From an optimization exercise on the open Yosys and OpenROAD flow, aimed at small area and few clock cycles; shortcuts taken in it are not production practice. Function was checked by simulation only, so behaviour that the tests miss may differ from the original. Power is estimated from default activity; no workload was simulated.

--- run.sh ---
#!/bin/bash
# synth_recipe.tcl (not shown) runs the flow's synth.tcl, then flattens the netlist and writes it again
# the make line also repeats each setting of config.mk as NAME=value (left out here)
make -C /OpenROAD-flow-scripts/flow DESIGN_CONFIG=/design/flow/config.mk WORK_HOME=/design/flow/orfs CLKGATE_MAP_FILE= SYNTH_SCRIPT=/design/flow/synth_recipe.tcl finish
--- config.mk ---
export PLATFORM = sky130hd
export DESIGN_NAME = huffman_bitstream_encoder
export DESIGN_NICKNAME = huffman_bitstream_encoder
export VERILOG_FILES = /design/flow/design.v
export SDC_FILE = /design/flow/constraint.sdc
export NUM_CORES = 4
export LEC_CHECK = 0
export CAP_MARGIN = 20
export CORE_MARGIN = 2
export CORE_UTILIZATION = 45
export SLEW_MARGIN = 20
export SYNTH_HIERARCHICAL = 1
export SYNTH_MEMORY_MAX_BITS = 8192
export SYNTH_MINIMUM_KEEP_SIZE = 0
--- constraint.sdc ---
create_clock -name core_clock -period 8.0 [get_ports {clock}]
set_input_delay 1.6000 -clock core_clock [delete_from_list [all_inputs] [get_ports {clock}]]
set_output_delay 1.6000 -clock core_clock [all_outputs]
set_load 0.01 [all_outputs]
--- design.v ---
package hbe_pkg;
   localparam int BYTE_BITS = 8;
   localparam int SYM_W     = 8;
   localparam int CODE_W    = 16;
   localparam int LEN_W     = 5;
   localparam int ENT_W     = CODE_W + 1;
   localparam int ACC_W     = 24;
   localparam int ACNT_W    = 5;
   localparam logic [1:0] REQ_WRITE  = 2'd0;
   localparam logic [1:0] REQ_ENCODE = 2'd1;
   localparam logic [1:0] REQ_FLUSH  = 2'd2;
endpackage
import hbe_pkg::*;
module hbe_ram #(
   parameter int N = 8
) (
   input  logic [N-1:0] sel_n,
   input  logic [N-1:0] bits,
   output logic         y_n
);
   assign y_n = ~&(bits | sel_n);
endmodule
module hbe_ram_bit (
   input  logic q,
   input  logic wd,
   input  logic we,
   input  logic we_n,
   output logic d
);
   assign d = (q & we_n) | (wd & we);
endmodule
module hbe_ram_dec (
   input  logic hi,
   input  logic lo,
   input  logic lo_n,
   input  logic whi,
   input  logic whi_n,
   output logic sel_n,
   output logic we,
   output logic we_n
);
   assign sel_n = ~(hi & lo);
   assign we    = ~(whi_n | lo_n);
   assign we_n  = ~(whi & lo);
endmodule
import hbe_pkg::*;
module hbe_pack (
   input  logic [LEN_W-1:0]  len,
   input  logic [CODE_W-1:0] code,
   input  logic [ACNT_W-1:0] base,
   input  logic [ACC_W-1:0]  acc,
   output logic [ACC_W-1:0]  acc_in,
   output logic [ACNT_W-1:0] cnt_in
);
   assign cnt_in = base + ACNT_W'(len);
   assign acc_in = (acc << len) | ACC_W'(code);
endmodule
import hbe_pkg::*;
module hbe_outbuf (
   input  logic [ACC_W-1:0]  acc,
   input  logic [ACNT_W-1:0] cnt,
   input  logic              full,
   output logic [7:0]        rsp_out_byte,
   output logic [3:0]        rsp_out_bit_count,
   output logic              rsp_end_of_stream
);
   logic [ACNT_W-1:0] sh;
   logic [ACC_W-1:0]  hi;
   logic [7:0]        mask;
   assign sh   = cnt - ACNT_W'(BYTE_BITS);
   assign hi   = acc >> sh;
   assign mask = (8'd1 << cnt[2:0]) - 8'd1;
   assign rsp_out_byte      = full ? hi[7:0] : (acc[7:0] & mask);
   assign rsp_out_bit_count = full ? 4'd8 : {1'b0, cnt[2:0]};
   assign rsp_end_of_stream = !full;
endmodule
import hbe_pkg::*;
module huffman_bitstream_encoder (
   input  logic        clock,
   input  logic        reset,
   input  logic        req_valid,
   output logic        req_ready,
   input  logic [1:0]  req_type,
   input  logic [7:0]  req_symbol,
   input  logic [15:0] req_code_word,
   input  logic [4:0]  req_code_length,
   output logic        rsp_valid,
   input  logic        rsp_ready,
   output logic [7:0]  rsp_out_byte,
   output logic [3:0]  rsp_out_bit_count,
   output logic        rsp_end_of_stream
);
   localparam int DEPTH = 256;
   localparam int GRP   = 2;
   localparam int NGRP  = DEPTH / GRP;
   logic [ENT_W-1:0]  mem_ff [DEPTH];
   logic [ACC_W-1:0]  acc_ff, acc_in;
   logic [ACNT_W-1:0] cnt_ff, cnt_in;
   logic              s1_valid_ff;  
   logic              s1_flush_ff;  
   logic [ENT_W-1:0]  s1_ent_ff;    
   logic              full;
   logic              pop;
   logic              fl_done;
   logic              room;
   logic              s1_adv;
   logic              s1_enc;
   logic [ACNT_W-1:0] base;
   logic [LEN_W-1:0]  s1_len;
   logic [CODE_W-1:0] s1_code;
   logic [CODE_W:0]   above;
   logic              req_fire;
   logic              wr_fire;
   logic [ENT_W-1:0]  wr_entry;
   logic [ENT_W-1:0]  rd_entry;
   logic [DEPTH-1:0]  sel_n;
   logic [NGRP-1:0]   grp_yn [ENT_W];
   always_comb begin
      s1_len = '0;
      for (int i = 0; i < ENT_W; i++) begin
         if (s1_ent_ff[i]) s1_len = LEN_W'(i);
      end
      above[CODE_W] = 1'b0;
      for (int i = CODE_W - 1; i >= 0; i--) begin
         above[i] = above[i+1] | s1_ent_ff[i+1];
      end
      for (int i = 0; i < CODE_W; i++) begin
         s1_code[i] = s1_ent_ff[i] & above[i];
      end
   end
   assign full      = (cnt_ff >= ACNT_W'(BYTE_BITS));
   assign rsp_valid = full || (s1_valid_ff && s1_flush_ff && (cnt_ff != '0));
   assign pop       = full && rsp_ready;
   assign room      = ((ACNT_W + 1)'(base) + (ACNT_W + 1)'(s1_len) <= (ACNT_W + 1)'(ACC_W));
   assign fl_done   = s1_flush_ff && !full && ((cnt_ff == '0) || rsp_ready);
   assign s1_adv    = s1_valid_ff && (s1_flush_ff ? fl_done : room);
   assign s1_enc    = s1_valid_ff && !s1_flush_ff && room;
   assign base      = (s1_valid_ff && fl_done) ? '0 :
                      pop ? cnt_ff - ACNT_W'(BYTE_BITS) : cnt_ff;
   assign req_ready = !s1_valid_ff || s1_adv;
   assign req_fire  = req_valid && req_ready;
   assign wr_fire   = req_fire && (req_type == REQ_WRITE) && (req_code_length <= 5'd16);
   always_comb begin
      for (int i = 0; i < ENT_W; i++) begin
         if (i < CODE_W) wr_entry[i] = (5'(i) < req_code_length) ? req_code_word[i]
                                                                 : (5'(i) == req_code_length);
         else            wr_entry[i] = (5'(i) == req_code_length);
      end
   end
   logic [15:0] lo, hi, whi;
   always_comb begin
      for (int j = 0; j < 16; j++) begin
         lo[j]  = (req_symbol[3:0] == 4'(j));
         hi[j]  = (req_symbol[7:4] == 4'(j));
         whi[j] = hi[j] && wr_fire;
      end
   end
   for (genvar i = 0; i < DEPTH; i++) begin : g_ent
      logic             we, we_n;
      logic [ENT_W-1:0] d;
      hbe_ram_dec u_dec (
         .hi    (hi[i/16]),
         .lo    (lo[i%16]),
         .lo_n  (!lo[i%16]),
         .whi   (whi[i/16]),
         .whi_n (!whi[i/16]),
         .sel_n (sel_n[i]),
         .we    (we),
         .we_n  (we_n)
      );
      for (genvar b = 0; b < ENT_W; b++) begin : g_b
         hbe_ram_bit u_bit (
            .q    (mem_ff[i][b]),
            .wd   (wr_entry[b]),
            .we   (we),
            .we_n (we_n),
            .d    (d[b])
         );
      end
      always_ff @(posedge clock) begin
         mem_ff[i] <= d;
      end
   end
   for (genvar b = 0; b < ENT_W; b++) begin : g_bit
      for (genvar g = 0; g < NGRP; g++) begin : g_grp
         logic [GRP-1:0] bits;
         for (genvar k = 0; k < GRP; k++) begin : g_k
            assign bits[k] = mem_ff[g*GRP+k][b];
         end
         hbe_ram #(.N(GRP)) u_rd (
            .sel_n (sel_n[g*GRP +: GRP]),
            .bits  (bits),
            .y_n   (grp_yn[b][g])
         );
      end
      assign rd_entry[b] = ~|grp_yn[b];
   end
   hbe_pack u_pack (
      .len    (s1_enc ? s1_len : '0),
      .code   (s1_enc ? s1_code : '0),
      .base   (base),
      .acc    (acc_ff),
      .acc_in (acc_in),
      .cnt_in (cnt_in)
   );
   always_ff @(posedge clock) begin
      if (reset) begin
         cnt_ff      <= '0;
         s1_valid_ff <= 1'b0;
      end else begin
         cnt_ff      <= cnt_in;
         s1_valid_ff <= req_fire ? (req_type == REQ_ENCODE) || (req_type == REQ_FLUSH)
                                 : s1_valid_ff && !s1_adv;
      end
      if (req_ready) begin
         s1_flush_ff <= (req_type == REQ_FLUSH);
         s1_ent_ff   <= rd_entry;
      end
      acc_ff <= acc_in;
   end
   hbe_outbuf u_outbuf (
      .acc               (acc_ff),
      .cnt               (cnt_ff),
      .full              (full),
      .rsp_out_byte      (rsp_out_byte),
      .rsp_out_bit_count (rsp_out_bit_count),
      .rsp_end_of_stream (rsp_end_of_stream)
   );
endmodule
==> flow_summary.toml, run 1 <==
[logic_synthesis]
yosysWarnings = 10
ys_ff_latch = 4400
yosysSeqAreaShare_pct = 58.2
syn-num-nets = 13000
ys_types = 71
syn_area_um2 = 152000
synth-main-ff-cell = "dfxtp_1"
synth_edf_count = 18
async_flop_share_pct = 0
postSynthCellCount = 13000
postSynthAreaPerCell_um2 = 11.7

[global_routing]
globalRouteOverflowTotal = 0
grt_pass1_vias = 126000
antenna_found_initial = 66
grt_max_degree = 143
grt_pass1_wl_um = 893000
grt.total_usage_pct = 34.8

[timing]
fin_crit_ps = 7390
report.final.slew_viol_count = 0
fin_crit_sh_pct = 92.4
fmax_ghz = 0.135
rsz0062_at_grt = "false"
setup_viol = 0
slew_headroom_pct = 9.76
worstMarginPinSlew_ps = 1350
hold_viol_final = 0
clock_skew_ps = 56.7

[clock_tree]
clock-sinks = 4400
cts_inserted_buffers = 445
clkTransAtPathRegs_ps = 60
cts_max_path_buffers = 4
cts_tree = "yes"
clkLatencyLatePin_ps = 1020
cts_resized = 0
ctsHoldBuffers = 0
post_cts_buffers = 0
htree_levels = 5
cts_root_buf = "clkbuf_16"

[detailed_routing]
avgViaCountPerCell = 7.14
first_pass_iters = 6
drcViolationCount = 0
ant_nets = 0
num_vias = 134000
drt-total-wl_um = 624000
initialDrtViolationCount = 17300
wl_per_cell_um = 33.2

[worst_hold_path]
min_path_type = "flop to flop"

[outcome]
status = "no timing/DRC/antenna violations"

[layout]
seq_area_um2 = 88300
mostFrequentLayoutCell = "dfxtp_1"
fillerInstances = 28900
finalNonFillerCells = 18800
final_cell_mix = "dfxtp_1, a22o_1, o22ai_1, nand2_1, nor4_1"
drive_gt1_share_pct = 9.86
fin_nets = 13900
finalInstanceArea_um2 = 177000
multi_input_area_um2 = 63600
area_growth_pct = 16.9

[critical_path]
criticalPathCategory = "flop to output port"
worst_setup_path_start_kind = "flop"
crit_required_ps = 6400
endpoint_kind = "output port"
path_max_fanout = 45
regToRegSetupSlack_ps = 1050
crit_arrival_ps = 5790

[pwr]
switchingPower_mw = 11.8
internal_power_mw = 36.3
p_clk_share_pct = 45.3
vdd_drop_max_uv = 200
pwr-share-seq_pct = 47.9
power_leakage_nw = 70.5
p_per_area_nw_per_um2 = 272
power_frac_comb_pct = 6.7
p_sw_share_pct = 24.5

[floorplan]
num_rows = 213
die_h_um = 584
start_util_pct = 45.1
coreArea_um2 = 336000
num_io_pins = 50
die_w_um = 584
dieArea_um2 = 341000

[placed_design]
place_congestion = 0.942
placed_cells = 17900
placed_area_um2 = 162000
dp_hpwl_um = 391000
port_buffers = 49

[flow_run]
maxCapViolCount = 0
==> synthesized netlist by cell type (3+ instances only) <==
master    count  area, µm²
inv_1        29        109
dfxtp_1    4382      87700
mux4_1       10        263
nor4_1      547       3420
o31ai_1       3       22.5
a22oi_1       3       22.5
clkbuf_1     19       71.3
nand2_1     571       2140
nand3_1      13       65.1
o21ai_1       3       15.0
a31oi_1       8       50.1
a221oi_1      4       35.0
nand4_1     142        888
a22o_1     4361      38200
mux2_2        9        101
o21ai_0      17       85.1
or2_2         3       18.8
mux4_2       35        788
a211oi_1      5       37.5
or4_1        35        263
nor2_1      323       1210
or3_1         4       25.0
nor2b_1      22        138
xnor2_1       4       35.0
a21o_1       14        105
edfxtp_1     18        541
nand2b_1      7       43.8
buf_4         3       22.5
a221o_1       9       90.1
buf_2        20        100
mux2i_1      19        190
a311oi_1      3       26.3
o22ai_1    2178      13600
a21oi_1      16       80.1
and3_1       15       93.8
nor3_1       26        130
o21bai_1      6       45.0
ha_1         12        150
o211a_1       8       80.1
and2_1       15       93.8
==> power by group through the flow <==
stage	clock network, mW	registers [mW]	logic [mW]
final	21.8	23.1	3.24
after detailed placement	0	23.5	3.13
after global routing	22.8	23.1	3.33
after floorplan	0	23.2	1.83
after global placement	0	23.5	3.09
after CTS	21.9	23.0	3.14
==> registers in the layout (all words and copies together), names as in the netlist <==
signal,cells
s1_valid_ff,1
cnt_ff,5
s1_ent_ff,17
s1_flush_ff,1
mem_ff,4352
acc_ff,24
==> worst max-delay path, stage by stage (launching register included) <==
cell,delay [ps]
dfxtp_2,620
or4_1,650
o21ai_1,140
buf_4,260
nor3_1,120
buf_4,170
nor2b_1,360
ha_1,320
a211oi_2,270
o21bai_1,110
a211oi_1,300
buf_4,190
a21o_1,110
buf_4,460
clkdlybuf4s50_1,660
==> cells by family after synthesis <==
kind of cell / share of synthesized area (%)
xor gates and xnor gates: 0.0347
buffers and inverters: 0.251
muxes: 0.886
AOI/OAI and AO/OA: 34.8
adders and majority gates: 0.125
DFF: 58.2
and+or+nand+nor: 5.68
==> Yosys stat by module (local to each module, per instance), a selection <==
module	cells inside	copies in the design	flip-flops and latches
huffman_bitstream_encoder	5411	1	4400
hbe_pack	127	1	0
hbe_outbuf	130	1	0
hbe_ram_dec	3	256	0
hbe_ram_bit	1	4352	0
==> per-layer routing <==
| layer | global-route usage, % | wire, µm |
|---|---|---|
| met4 | 18.4 | 36500 |
| met1 | 47.3 | 251000 |
| met2 | 50.9 | 265000 |
| met5 | 0 | 328 |
| met3 | 8.52 | 71100 |
==> per-stage QoR <==
step / setup TNS, ps / setup WS, ps / power (mW) / utilization, % / hold WS, ps
3_3_place_gp: 0 / 509 / 26.6 / 48.0 / 466
5_1_grt: 0 / 365 / 49.3 / 52.7 / 490
2_1_floorplan: -3785440 / -3990 / 25.0 / - / 456
6_report: 0 / 612 / 48.1 / 52.7 / 483
3_5_place_dp: 0 / 554 / 26.6 / 48.1 / 471
4_1_cts: 0 / 595 / 48.1 / 52.6 / 486
==> area by class of cell <==
cell class                 instances  area share, %
sequential                      4400           49.8
multi-input combinational       8485           35.9
clock buffer                     665           7.46
tap                             4515           3.19
timing repair buffer             489           2.33
clock inverter                   149           1.19
antenna                           49         0.0692
inverter                          31         0.0685
==> final timing paths <==
check,from,to,cells after the start
min,mem_ff[194][9],mem_ff[194][9],1
max reg2reg,cnt_ff[1],mem_ff[94][5],17
min reg2reg,mem_ff[194][9],mem_ff[194][9],1
max,cnt_ff[1],req_ready,14
Testbench counts, summed over its fixed seeds: cycles 28,304.
==> inputs of run 2 (changes only) <==
--- a/config.mk
+++ b/config.mk
@@ -5,10 +5,12 @@
 export SDC_FILE = /design/flow/constraint.sdc
 export NUM_CORES = 4
 export LEC_CHECK = 0
-export CAP_MARGIN = 20
+export CAP_MARGIN = 0
 export CORE_MARGIN = 2
-export CORE_UTILIZATION = 45
-export SLEW_MARGIN = 20
+export CORE_UTILIZATION = 55
+export CTS_BUF_LIST = sky130_fd_sc_hd__clkbuf_8
+export CTS_CLUSTER_SIZE = 24
+export SLEW_MARGIN = 0
 export SYNTH_HIERARCHICAL = 1
 export SYNTH_MEMORY_MAX_BITS = 8192
 export SYNTH_MINIMUM_KEEP_SIZE = 0
==> run 2 against run 1 <==
Highest routed layer unchanged. Core utilization is 11 points higher. Sequential cell count unchanged. Clock-buffer cell count rose by 239. Sequential power about the same. Synthesized cell count unchanged.
==> flow_summary.toml, run 2 <==
[layout]
top_regs = "mem_ff: 4352 flops, acc_ff: 24 flops, s1_ent_ff: 17 flops"
fin_nets = 14200
finalInstanceArea_um2 = 175000
final_cell_mix = "dfxtp_1, a22o_1, o22ai_1, clkbuf_8, nand2_1"
max_flop_register = "mem_ff"
postLayoutCoreUtil_pct = 64.0
area_growth_pct = 15.6
fillerInstances = 21600
largest_reg_flops = 4352
drive_gt1_share_pct = 11.3
mostFrequentLayoutCell = "dfxtp_1"
multi_input_area_um2 = 63300
seq_area_um2 = 88300

[floorplan]
dieArea_um2 = 280000
die_h_um = 529
num_io_pins = 50
num_rows = 192
die_w_um = 529
start_util_pct = 55.3
coreArea_um2 = 274000

[detailed_routing]
num_vias = 136000
initialDrtViolationCount = 17100
first_pass_iters = 8
drt-total-wl_um = 603000
avgViaCountPerCell = 7.39
drcViolationCount = 0
ant_nets = 0
wl_per_cell_um = 32.9

[pwr]
power.total_mw = 45.7
pwr-share-seq_pct = 50.3
switchingPower_mw = 11.8
p_clk_share_pct = 42.6
power_leakage_nw = 71.6
vdd_drop_max_uv = 207
internal_power_mw = 34.0
power_frac_comb_pct = 7.1
p_sw_share_pct = 25.7
p_per_area_nw_per_um2 = 261

[timing]
hold_viol_final = 0
fmax_ghz = 0.135
fin_crit_sh_pct = 92.8
setup_slack_ps = 578
timing.hold.ws_ps = 482
worstMarginPinSlew_ps = 1400
rsz0062_at_grt = "false"
slew_headroom_pct = 6.06
clock_skew_ps = 75.1
setup_viol = 0
fin_crit_ps = 7420
report.final.slew_viol_count = 0

[critical_path]
worst_setup_path_start_kind = "flop"
worst-path-buf-inv = 3
max_stage_delay_ps = 670
cp-startpoint = "cnt_ff[1]"
cp.depth = 11
crit_slowest_cell = "or4_1"
crit_required_ps = 6400
rr_worst_depth = 12
path_max_fanout = 45
crit_chain = "or4_1, o21ai_2, buf_4, and2_1, nor2_1, a211oi_1, ha_1, a211oi_1, a21o_1, buf_4, clkdlybuf4s50_1"
crit_arrival_ps = 5820
endpoint_kind = "output port"
regToRegSetupSlack_ps = 1540
worstReg2RegStart = "cnt_ff[1]"
crit_family = "compound AO/OA/AOI/OAI gates"
worstSetupEndpoint = "req_ready"
r2r-end = "mem_ff[3][10]"
criticalPathCategory = "flop to output port"

[placed_design]
port_buffers = 49
dp_hpwl_um = 377000
placed_area_um2 = 161000
pre_cts_ws_ps = 1070
place_congestion = 0.976

[logic_synthesis]
synth_top_area_share_pct = 57.9
postSynthAreaPerCell_um2 = 11.7
ys_ff_latch = 4400
yosysSeqAreaShare_pct = 58.2
yosysMostFrequentCell = "dfxtp_1"
ys_types = 71
synth-main-ff-cell = "dfxtp_1"
yosysTopAreaCell = "dfxtp_1"
postSynthCellCount = 13000
ys_top_cells_by_area = "dfxtp_1, a22o_1, o22ai_1, nor4_1, nand2_1"
syn-num-nets = 13000
syn_area_um2 = 152000
synth_common_cells = "dfxtp_1, a22o_1, o22ai_1, nand2_1, nor4_1"
async_flop_share_pct = 0
yosysWarnings = 10
synth_edf_count = 18

[clock_tree]
cts_tree = "yes"
cts_root_buf = "clkbuf_8"
clkLatencyLatePin_ps = 1280
clkTransAtPathRegs_ps = 60
clock-sinks = 4400
htree_levels = 6
post_cts_buffers = 0
cts_inserted_buffers = 694
cts_resized = 0
cts_max_path_buffers = 4
ctsHoldBuffers = 0

[global_routing]
globalRouteOverflowTotal = 0
grt_max_degree = 145
antenna_found_initial = 63
grt_pass1_vias = 128000
grt.total_usage_pct = 41.1
grt_pass1_wl_um = 871000

[worst_hold_path]
min_path_type = "flop to flop"

[flow_run]
maxCapViolCount = 0

[outcome]
status = "no timing/DRC/antenna violations"
==> run 2: cell counts after synthesis <==
No cell type changed its count.
==> run 2: layer usage <==
layer  up-vias  wire length (µm)  track usage (%)
met4        18             34300             22.2
met2      9092            254000             59.0
met5         -               203            0.346
met3      1642             73400             11.4
li1      57400                 -                -
met1     67400            241000             56.0
==> run 2: Yosys stat by module (local to each module, per instance), excerpt <==
module,cells inside,flops+latches,times used,area (µm²)
hbe_pack,127,0,1,1280
hbe_ram_dec,3,0,256,11.3
huffman_bitstream_encoder,5411,4400,1,94400
hbe_outbuf,130,0,1,1280
hbe_ram_bit,1,0,4352,8.76
==> run 2: per-stage QoR <==
step           std cells   TNS, ps
2_1_floorplan      13000  -3785440
3_3_place_gp       17100         0
3_5_place_dp       17100         0
4_1_cts            18300         0
5_1_grt            18300         0
6_report           18400         0
==> run 2: cell type report <==
| cell class | instances | area share (%) |
|---|---|---|
| diodes | 42 | 0.0600 |
| clock buffers | 904 | 7.10 |
| clock inverters | 340 | 1.08 |
| inverters | 31 | 0.0664 |
| multi-input cells | 8485 | 36.1 |
| flip-flops and latches | 4400 | 50.4 |
| well taps | 3589 | 2.56 |
| repair buffers | 564 | 2.68 |
==> run 2: worst min-delay path by stage <==
stage,start,to,slack (ps),cells past startpoint
6_report,mem_ff[35][7],mem_ff[35][7],480,1
5_1_grt,mem_ff[70][11],mem_ff[70][11],490,1
4_1_cts,mem_ff[169][10],mem_ff[169][10],490,1
3_5_place_dp,mem_ff[115][7],mem_ff[115][7],470,1
3_3_place_gp,mem_ff[221][12],mem_ff[221][12],470,1
2_1_floorplan,mem_ff[101][0],mem_ff[101][0],460,1
==> run 2: cells by family after synthesis <==
| family | Yosys count | share of synthesized area (%) |
|---|---|---|
| muxes | 73 | 0.886 |
| adders and majority gates | 14 | 0.125 |
| xor gates and xnor gates | 6 | 0.0347 |
| and+or+nand+nor | 1729 | 5.68 |
| buffers and inverters | 79 | 0.251 |
| DFF | 4400 | 58.2 |
| AOI/OAI and AO/OA | 6663 | 34.8 |
==> run 2: power groups by stage <==
stage | clock network [mW] | registers [mW] | logic, mW
after CTS | 19.6 | 23.0 | 3.12
after global placement | 0 | 23.4 | 3.07
after floorplan | 0 | 23.2 | 1.83
after global routing | 20.6 | 23.0 | 3.31
final | 19.5 | 23.0 | 3.24
after detailed placement | 0 | 23.4 | 3.11
==> inputs of run 3 (changes only) <==
--- a/design.v
+++ b/design.v
@@ -40,20 +40,57 @@
    output logic we_n
 );
    assign sel_n = ~(hi & lo);
-   assign we    = ~(whi_n | lo_n);
    assign we_n  = ~(whi & lo);
+   assign we    = ~we_n;
+endmodule
+module hbe_ram_rd #(
+   parameter int W = ENT_W
+) (
+   input  logic [1:0]        sel_n,
+   input  logic [1:0][W-1:0] q,
+   output logic [W-1:0]      y_n
+);
+   for (genvar b = 0; b < W; b++) begin : g_b
+      hbe_ram #(.N(2)) u_rd (
+         .sel_n (sel_n),
+         .bits  ({q[1][b], q[0][b]}),
+         .y_n   (y_n[b])
+      );
+   end
+endmodule
+module hbe_ram_ent #(
+   parameter int W = ENT_W
+) (
+   input  logic [W-1:0] q,
+   input  logic [W-1:0] wd,
+   input  logic         we,
+   input  logic         we_n,
+   output logic [W-1:0] d
+);
+   for (genvar b = 0; b < W; b++) begin : g_b
+      hbe_ram_bit u_bit (
+         .q    (q[b]),
+         .wd   (wd[b]),
+         .we   (we),
+         .we_n (we_n),
+         .d    (d[b])
+      );
+   end
 endmodule
 import hbe_pkg::*;
 module hbe_pack (
    input  logic [LEN_W-1:0]  len,
    input  logic [CODE_W-1:0] code,
+   input  logic              shift,
    input  logic [ACNT_W-1:0] base,
    input  logic [ACC_W-1:0]  acc,
    output logic [ACC_W-1:0]  acc_in,
    output logic [ACNT_W-1:0] cnt_in
 );
+   logic [ACNT_W-1:0] pos;
    assign cnt_in = base + ACNT_W'(len);
-   assign acc_in = (acc << len) | ACC_W'(code);
+   assign pos    = ACNT_W'(ACC_W) - cnt_in;
+   assign acc_in = (shift ? acc << BYTE_BITS : acc) | (ACC_W'(code) << pos);
 endmodule
 import hbe_pkg::*;
 module hbe_outbuf (
@@ -64,13 +101,9 @@
    output logic [3:0]        rsp_out_bit_count,
    output logic              rsp_end_of_stream
 );
-   logic [ACNT_W-1:0] sh;
-   logic [ACC_W-1:0]  hi;
-   logic [7:0]        mask;
-   assign sh   = cnt - ACNT_W'(BYTE_BITS);
-   assign hi   = acc >> sh;
-   assign mask = (8'd1 << cnt[2:0]) - 8'd1;
-   assign rsp_out_byte      = full ? hi[7:0] : (acc[7:0] & mask);
+   logic [7:0] top;
+   assign top = acc[ACC_W-1 -: BYTE_BITS];
+   assign rsp_out_byte      = full ? top : (top >> (3'd0 - cnt[2:0]));
    assign rsp_out_bit_count = full ? 4'd8 : {1'b0, cnt[2:0]};
    assign rsp_end_of_stream = !full;
 endmodule
@@ -93,7 +126,7 @@
    localparam int DEPTH = 256;
    localparam int GRP   = 2;
    localparam int NGRP  = DEPTH / GRP;
-   logic [ENT_W-1:0]  mem_ff [DEPTH];
+   logic [DEPTH-1:0][ENT_W-1:0] mem_ff;
    logic [ACC_W-1:0]  acc_ff, acc_in;
    logic [ACNT_W-1:0] cnt_ff, cnt_in;
    logic              s1_valid_ff;  
@@ -114,7 +147,7 @@
    logic [ENT_W-1:0]  wr_entry;
    logic [ENT_W-1:0]  rd_entry;
    logic [DEPTH-1:0]  sel_n;
-   logic [NGRP-1:0]   grp_yn [ENT_W];
+   logic [NGRP-1:0][ENT_W-1:0] grp_yn;
    always_comb begin
       s1_len = '0;
       for (int i = 0; i < ENT_W; i++) begin
@@ -168,36 +201,38 @@
          .we    (we),
          .we_n  (we_n)
       );
-      for (genvar b = 0; b < ENT_W; b++) begin : g_b
-         hbe_ram_bit u_bit (
-            .q    (mem_ff[i][b]),
-            .wd   (wr_entry[b]),
-            .we   (we),
-            .we_n (we_n),
-            .d    (d[b])
-         );
-      end
+      hbe_ram_ent u_ent (
+         .q    (mem_ff[i]),
+         .wd   (wr_entry),
+         .we   (we),
+         .we_n (we_n),
+         .d    (d)
+      );
       always_ff @(posedge clock) begin
          mem_ff[i] <= d;
       end
    end
-   for (genvar b = 0; b < ENT_W; b++) begin : g_bit
-      for (genvar g = 0; g < NGRP; g++) begin : g_grp
-         logic [GRP-1:0] bits;
-         for (genvar k = 0; k < GRP; k++) begin : g_k
-            assign bits[k] = mem_ff[g*GRP+k][b];
+   for (genvar g = 0; g < NGRP; g++) begin : g_grp
+      hbe_ram_rd u_rd (
+         .sel_n (sel_n[g*GRP +: GRP]),
+         .q     (mem_ff[g*GRP +: GRP]),
+         .y_n   (grp_yn[g])
+      );
+   end
+   always_comb begin
+      for (int b = 0; b < ENT_W; b++) begin
+         logic t;
+         t = 1'b0;
+         for (int g = 0; g < NGRP; g++) begin
+            t = t | grp_yn[g][b];
          end
-         hbe_ram #(.N(GRP)) u_rd (
-            .sel_n (sel_n[g*GRP +: GRP]),
-            .bits  (bits),
-            .y_n   (grp_yn[b][g])
-         );
-      end
-      assign rd_entry[b] = ~|grp_yn[b];
+         rd_entry[b] = ~t;
+      end
    end
    hbe_pack u_pack (
       .len    (s1_enc ? s1_len : '0),
       .code   (s1_enc ? s1_code : '0),
+      .shift  (pop || (s1_valid_ff && fl_done)),
       .base   (base),
       .acc    (acc_ff),
       .acc_in (acc_in),
@@ -216,7 +251,7 @@
          s1_flush_ff <= (req_type == REQ_FLUSH);
          s1_ent_ff   <= rd_entry;
       end
-      acc_ff <= acc_in;
+      acc_ff <= reset ? '0 : acc_in;
    end
    hbe_outbuf u_outbuf (
       .acc               (acc_ff),
--- a/config.mk
+++ b/config.mk
@@ -5,12 +5,12 @@
 export SDC_FILE = /design/flow/constraint.sdc
 export NUM_CORES = 4
 export LEC_CHECK = 0
-export CAP_MARGIN = 0
+export CAP_MARGIN = 20
 export CORE_MARGIN = 2
 export CORE_UTILIZATION = 55
-export CTS_BUF_LIST = sky130_fd_sc_hd__clkbuf_8
+export CTS_CLUSTER_DIAMETER = 200
 export CTS_CLUSTER_SIZE = 24
-export SLEW_MARGIN = 0
+export SLEW_MARGIN = 20
 export SYNTH_HIERARCHICAL = 1
 export SYNTH_MEMORY_MAX_BITS = 8192
 export SYNTH_MINIMUM_KEEP_SIZE = 0
==> run 3 against run 2 <==
Still clean on timing, DRC and antenna. Synthesized area is essentially flat. Cell count shrank 7.0%. Largest power group unchanged. Clock power shrank about 40%. Power decreased by 19%. Clock-buffer cell count is 686 lower. Global-route usage is 2.7 points lower. Sequential power fell by 2%.
==> flow_summary.toml, run 3 <==
[detailed_routing]
initialDrtViolationCount = 16600
wl_per_cell_um = 33.1
num_vias = 129000
avgViaCountPerCell = 7.58
first_pass_iters = 7
drt-total-wl_um = 565000
ant_nets = 0
drcViolationCount = 0

[clock_tree]
clkTransAtPathRegs_ps = 100
cts_max_path_buffers = 4
ctsHoldBuffers = 0
cts_tree = "yes"
htree_levels = 4
clock-sinks = 4400
clkLatencyLatePin_ps = 960
cts_root_buf = "clkbuf_16"
cts_inserted_buffers = 205
cts_resized = 0
post_cts_buffers = 0

[global_routing]
grt_pass1_wl_um = 821000
use_met2_pct = 56.6
grt_pass1_vias = 120000
met3_usage_pct = 8.15
grt.total_usage_pct = 38.4
grtUsageMet1_pct = 54.0
grt_max_degree = 125
antenna_found_initial = 43
grt-busiest-layer = "met2"
globalRouteOverflowTotal = 0

[layout]
final_cell_mix = "dfxtp_1, a22o_1, o22ai_1, nand2_1, nor4_1"
fin_nets = 13500
drive_gt1_share_pct = 4.11
top_regs = "mem_ff: 4352 flops, acc_ff: 24 flops, s1_ent_ff: 17 flops"
max_flop_register = "mem_ff"
seq_area_um2 = 88300
mostFrequentLayoutCell = "dfxtp_1"
fillerInstances = 22400
largest_reg_flops = 4352
area_growth_pct = 8.58
multi_input_area_um2 = 63400

[critical_path]
endpoint_kind = "output port"
crit_chain = "or4_1, o21ai_1, buf_4, nor3_1, nor2b_1, ha_1, inv_1, fa_1, nor2b_1, a221oi_1, o21ai_0, a31oi_4, inv_2, clkdlybuf4s50_1"
crit_slowest_cell = "clkdlybuf4s50_1"
path_max_fanout = 20
worst_setup_path_start_kind = "flop"
crit_arrival_ps = 5530
crit_required_ps = 6400
max_stage_delay_ps = 670
crit_top_cell = "nor2b_1"
criticalPathCategory = "flop to output port"

[logic_synthesis]
postSynthAreaPerCell_um2 = 11.7
syn_area_um2 = 152000
postSynthCellCount = 13000
syn-num-nets = 13000
yosysWarnings = 7

[timing]
slew_headroom_pct = 14.1
worstMarginPinSlew_ps = 1280
setup_viol = 0
fin_crit_ps = 7130
hold_viol_final = 0
timing.hold.ws_ps = 489
clock_skew_ps = 53.7
fin_crit_sh_pct = 89.2
setup_slack_ps = 866
fmax_ghz = 0.140
report.final.slew_viol_count = 0
rsz0062_at_grt = "false"

[floorplan]
num_io_pins = 50
dieArea_um2 = 280000
num_rows = 192
die_h_um = 529
die_w_um = 529
coreArea_um2 = 274000
start_util_pct = 55.4

[pwr]
internal_power_mw = 27.8
power_leakage_nw = 65.0
p_clk_share_pct = 31.5
power_frac_comb_pct = 8.1
switchingPower_mw = 9.38
p_per_area_nw_per_um2 = 226
vdd_drop_max_uv = 174
pwr-share-seq_pct = 60.4
p_sw_share_pct = 25.2

[worst_hold_path]
min_path_type = "flop to flop"

[flow_run]
maxCapViolCount = 0

[placed_design]
pre_cts_ws_ps = 621
place_congestion = 0.952
port_buffers = 49
dp_hpwl_um = 359000

[outcome]
status = "no timing/DRC/antenna violations"
[run 3: final timing paths]
check / cells after the start / to / slack [ps] / from
hold reg to reg: 1 / mem_ff[1703] / 490 / mem_ff[1703]
setup / recovery: 14 / req_ready / 870 / cnt_ff[0]
hold / removal: 1 / mem_ff[1703] / 490 / mem_ff[1703]
setup reg to reg: 25 / acc_ff[20] / 1440 / cnt_ff[0]
[run 3: metrics by stage]
stage,cell area [µm²],util (%),cells,setup TNS [ps],power [mW]
5_1_grt,165000,60.1,17100,0,38.2
3_5_place_dp,159000,58.1,16800,0,25.9
2_1_floorplan,152000,-,13000,-5443960,24.4
4_1_cts,165000,60.1,17100,0,37.2
6_report,165000,60.1,17100,0,37.2
3_3_place_gp,159000,58.1,16800,0,25.9
[run 3: final cells by class]
cell class / instances / share of cell area [%]
clock buffer: 218 / 3.24
inverter: 48 / 0.121
sequential: 4400 / 53.6
clock inverter: 3 / 0.0251
tap: 3589 / 2.73
timing repair buffer: 293 / 1.75
multi-input combinational: 8502 / 38.5
antenna: 24 / 0.0365
[run 3: critical path: cells and delay by family, from the launching register on]
family	cells	cell delay (ps)
flops	1	460
simple gates	4	1210
buf+inv	4	1450
fa+ha+maj	2	720
compound gates	4	770
[run 3: power by group through the flow]
stage	logic (mW)	clock network (mW)	registers (mW)
final	3.02	11.7	22.5
after global routing	3.15	12.5	22.5
after CTS	2.95	11.8	22.4
after detailed placement	2.95	0	22.9
after global placement	2.93	0	22.9
after floorplan	1.65	0	22.8
[run 3: routing by layer]
metal / vias up / share of wire [%]
met3: 1184 / 10
met2: 7261 / 43
li1: 55400 / -
met5: - / 0.028
met4: 22 / 5.2
met1: 65600 / 41
Testbench counts of run 3, summed over its fixed seeds: cycles 28,304.
==> inputs of run 4 (changes only) <==
--- a/config.mk
+++ b/config.mk
@@ -8,8 +8,8 @@
 export CAP_MARGIN = 20
 export CORE_MARGIN = 2
 export CORE_UTILIZATION = 55
-export CTS_CLUSTER_DIAMETER = 200
-export CTS_CLUSTER_SIZE = 24
+export CTS_CLUSTER_DIAMETER = 150
+export CTS_CLUSTER_SIZE = 18
 export SLEW_MARGIN = 20
 export SYNTH_HIERARCHICAL = 1
 export SYNTH_MEMORY_MAX_BITS = 8192
==> run 4 against run 3 <==
Still clean. Combinational power barely moved. Non-clock buffer count grew 1. Worst setup slack worse by 3.6 ps. Die area unchanged. Critical path depth unchanged. Power rose by 6.4%. Global-route usage rose by 0.20 points. Largest power group unchanged.
==> flow_summary.toml, run 4 <==
[outcome]
status = "no timing/DRC/antenna violations"

[logic_synthesis]
postSynthCellCount = 13000
syn_area_um2 = 152000
postSynthAreaPerCell_um2 = 11.7
syn-num-nets = 13000
yosysWarnings = 7

[layout]
mostFrequentLayoutCell = "dfxtp_1"
largest_reg_flops = 4352
final_cell_mix = "dfxtp_1, a22o_1, o22ai_1, nand2_1, nor4_1"
max_flop_register = "mem_ff"
top_regs = "mem_ff: 4352 flops, acc_ff: 24 flops, s1_ent_ff: 17 flops"
fin_nets = 13600
fillerInstances = 22200
finalInstanceArea_um2 = 167000
area_growth_pct = 10.1
seq_area_um2 = 88300
finalNonFillerCells = 17200
multi_input_area_um2 = 63400
drive_gt1_share_pct = 4.79

[clock_tree]
ctsHoldBuffers = 0
cts_inserted_buffers = 282
post_cts_buffers = 0
clkLatencyLatePin_ps = 930
clock-sinks = 4400
clkTransAtPathRegs_ps = 80
cts_max_path_buffers = 4
cts_resized = 0
cts_tree = "yes"
cts_root_buf = "clkbuf_16"
htree_levels = 5

[pwr]
power_leakage_nw = 66.1
power.total_mw = 39.6
vdd_drop_max_uv = 176
p_per_area_nw_per_um2 = 237

[placed_design]
pre_cts_ws_ps = 621
place_congestion = 0.952
placed_area_um2 = 159000
dp_hpwl_um = 359000
port_buffers = 49
placed_cells = 16800

[critical_path]
crit_required_ps = 6400
worst-path-buf-inv = 4
endpoint_kind = "output port"
crit_family = "buffers and inverters"
crit_top_cell = "nor2b_1"
crit_slowest_cell = "clkdlybuf4s50_1"
worst_setup_path_start_kind = "flop"
criticalPathCategory = "flop to output port"
crit_chain = "or4_1, o21ai_1, buf_4, nor3_1, nor2b_1, ha_1, inv_1, fa_1, nor2b_1, a221oi_1, o21ai_0, a31oi_4, inv_2, clkdlybuf4s50_1"
path_max_fanout = 20
crit_arrival_ps = 5540
max_stage_delay_ps = 670

[timing]
fin_crit_sh_pct = 89.2
clock_skew_ps = 29.8
fmax_ghz = 0.140
report.final.slew_viol_count = 0
worstMarginPinSlew_ps = 1380
setup_viol = 0
setup_slack_ps = 862
fin_crit_ps = 7140
hold_viol_final = 0
slew_headroom_pct = 8.09
rsz0062_at_grt = "false"

[global_routing]
grt.total_usage_pct = 38.6
globalRouteOverflowTotal = 0
grt_pass1_vias = 121000
grt_max_degree = 125
antenna_found_initial = 46
grt_pass1_wl_um = 826000

[detailed_routing]
avgViaCountPerCell = 7.56
num_vias = 130000
drt-total-wl_um = 567000
first_pass_iters = 5
drcViolationCount = 0
initialDrtViolationCount = 16900
ant_nets = 0
wl_per_cell_um = 33.0

[worst_hold_path]
min_path_type = "flop to flop"

[flow_run]
maxCapViolCount = 0

[floorplan]
die_h_um = 529
coreArea_um2 = 274000
dieArea_um2 = 280000
die_w_um = 529
start_util_pct = 55.4
num_io_pins = 50
num_rows = 192
## run 4: routing by layer
metal | GRT usage [%] | wire (µm) | up-vias
met1 | 53.9 | 234000 | 65700
met4 | 17.4 | 28900 | 24
met5 | 0 | 145 | -
met3 | 8.80 | 60900 | 1249
met2 | 56.8 | 243000 | 7333
li1 | - | - | 55600
## run 4: cell type report
type	count	area share, %
Sequential cell	4400	52.9
Multi-Input combinational cell	8502	38.0
Clock buffer	302	4.45
Tap cell	3589	2.69
Timing Repair Buffer	294	1.73
Inverter	48	0.119
Clock inverter	15	0.118
Antenna cell	26	0.0390
## run 4: worst paths after layout
| path | from | end | slack, ps | cells after the start |
|---|---|---|---|---|
| max | cnt_ff[0] | req_ready | 860 | 14 |
| min | mem_ff[4242] | mem_ff[4242] | 490 | 1 |
| max reg2reg | cnt_ff[0] | acc_ff[20] | 1400 | 25 |
| min reg2reg | mem_ff[4242] | mem_ff[4242] | 490 | 1 |
## run 4: per-stage QoR
| step | hold WS [ps] | utilization (%) | TNS, ps |
|---|---|---|---|
| floorplan | 456 | - | -5443960 |
| global placement | 466 | 58.1 | 0 |
| detailed placement | 471 | 58.1 | 0 |
| CTS | 490 | 60.9 | 0 |
| global route | 495 | 60.9 | 0 |
| finish | 487 | 60.9 | 0 |
## run 4: report_power, final
| group | switching [mW] | internal, mW | leakage, nW |
|---|---|---|---|
| combinational | 2.14 | 0.889 | 26.8 |
| clock | 7.46 | 6.62 | 3.75 |
| sequential | 0.289 | 22.2 | 35.5 |
| total | 9.89 | 29.7 | 66.1 |

[what the ideal ports hide]
How much do the figures lean on ideal ports? The routed layouts below were timed once more, with nothing changed but the port constraints. Step 1, drivers: a clkbuf_16 drives clock and a buf_2 each remaining input, both assumed. Step 2 times the ports against the registers' clock, not the clock port: input delays grow and output delays shrink by t, the midpoint of the rising clock arrivals with the driver on. a / b / c = ideal ports / drivers / drivers and shift; a / b = the first two.
| run | t (ns) | setup slack, ns | worst register clock-pin slew, ns |
|---|---|---|---|
| run 1 | 1.118 | 0.612 / 0.491 / 0.143 | 0.07 / 0.07 |
| run 2 | 1.352 | 0.578 / 0.466 / 0.704 | 0.07 / 0.07 |
| run 3 | 1.028 | 0.866 / 0.767 / 0.302 | 0.10 / 0.10 |
| run 4 | 1.038 | 0.862 / 0.743 / 0.358 | 0.08 / 0.08 |
After both steps setup and hold are still met in every run listed. For run 3, which loses most, drivers alone change the setup slack by -0.099 ns; drivers and shift together by -0.564 ns.
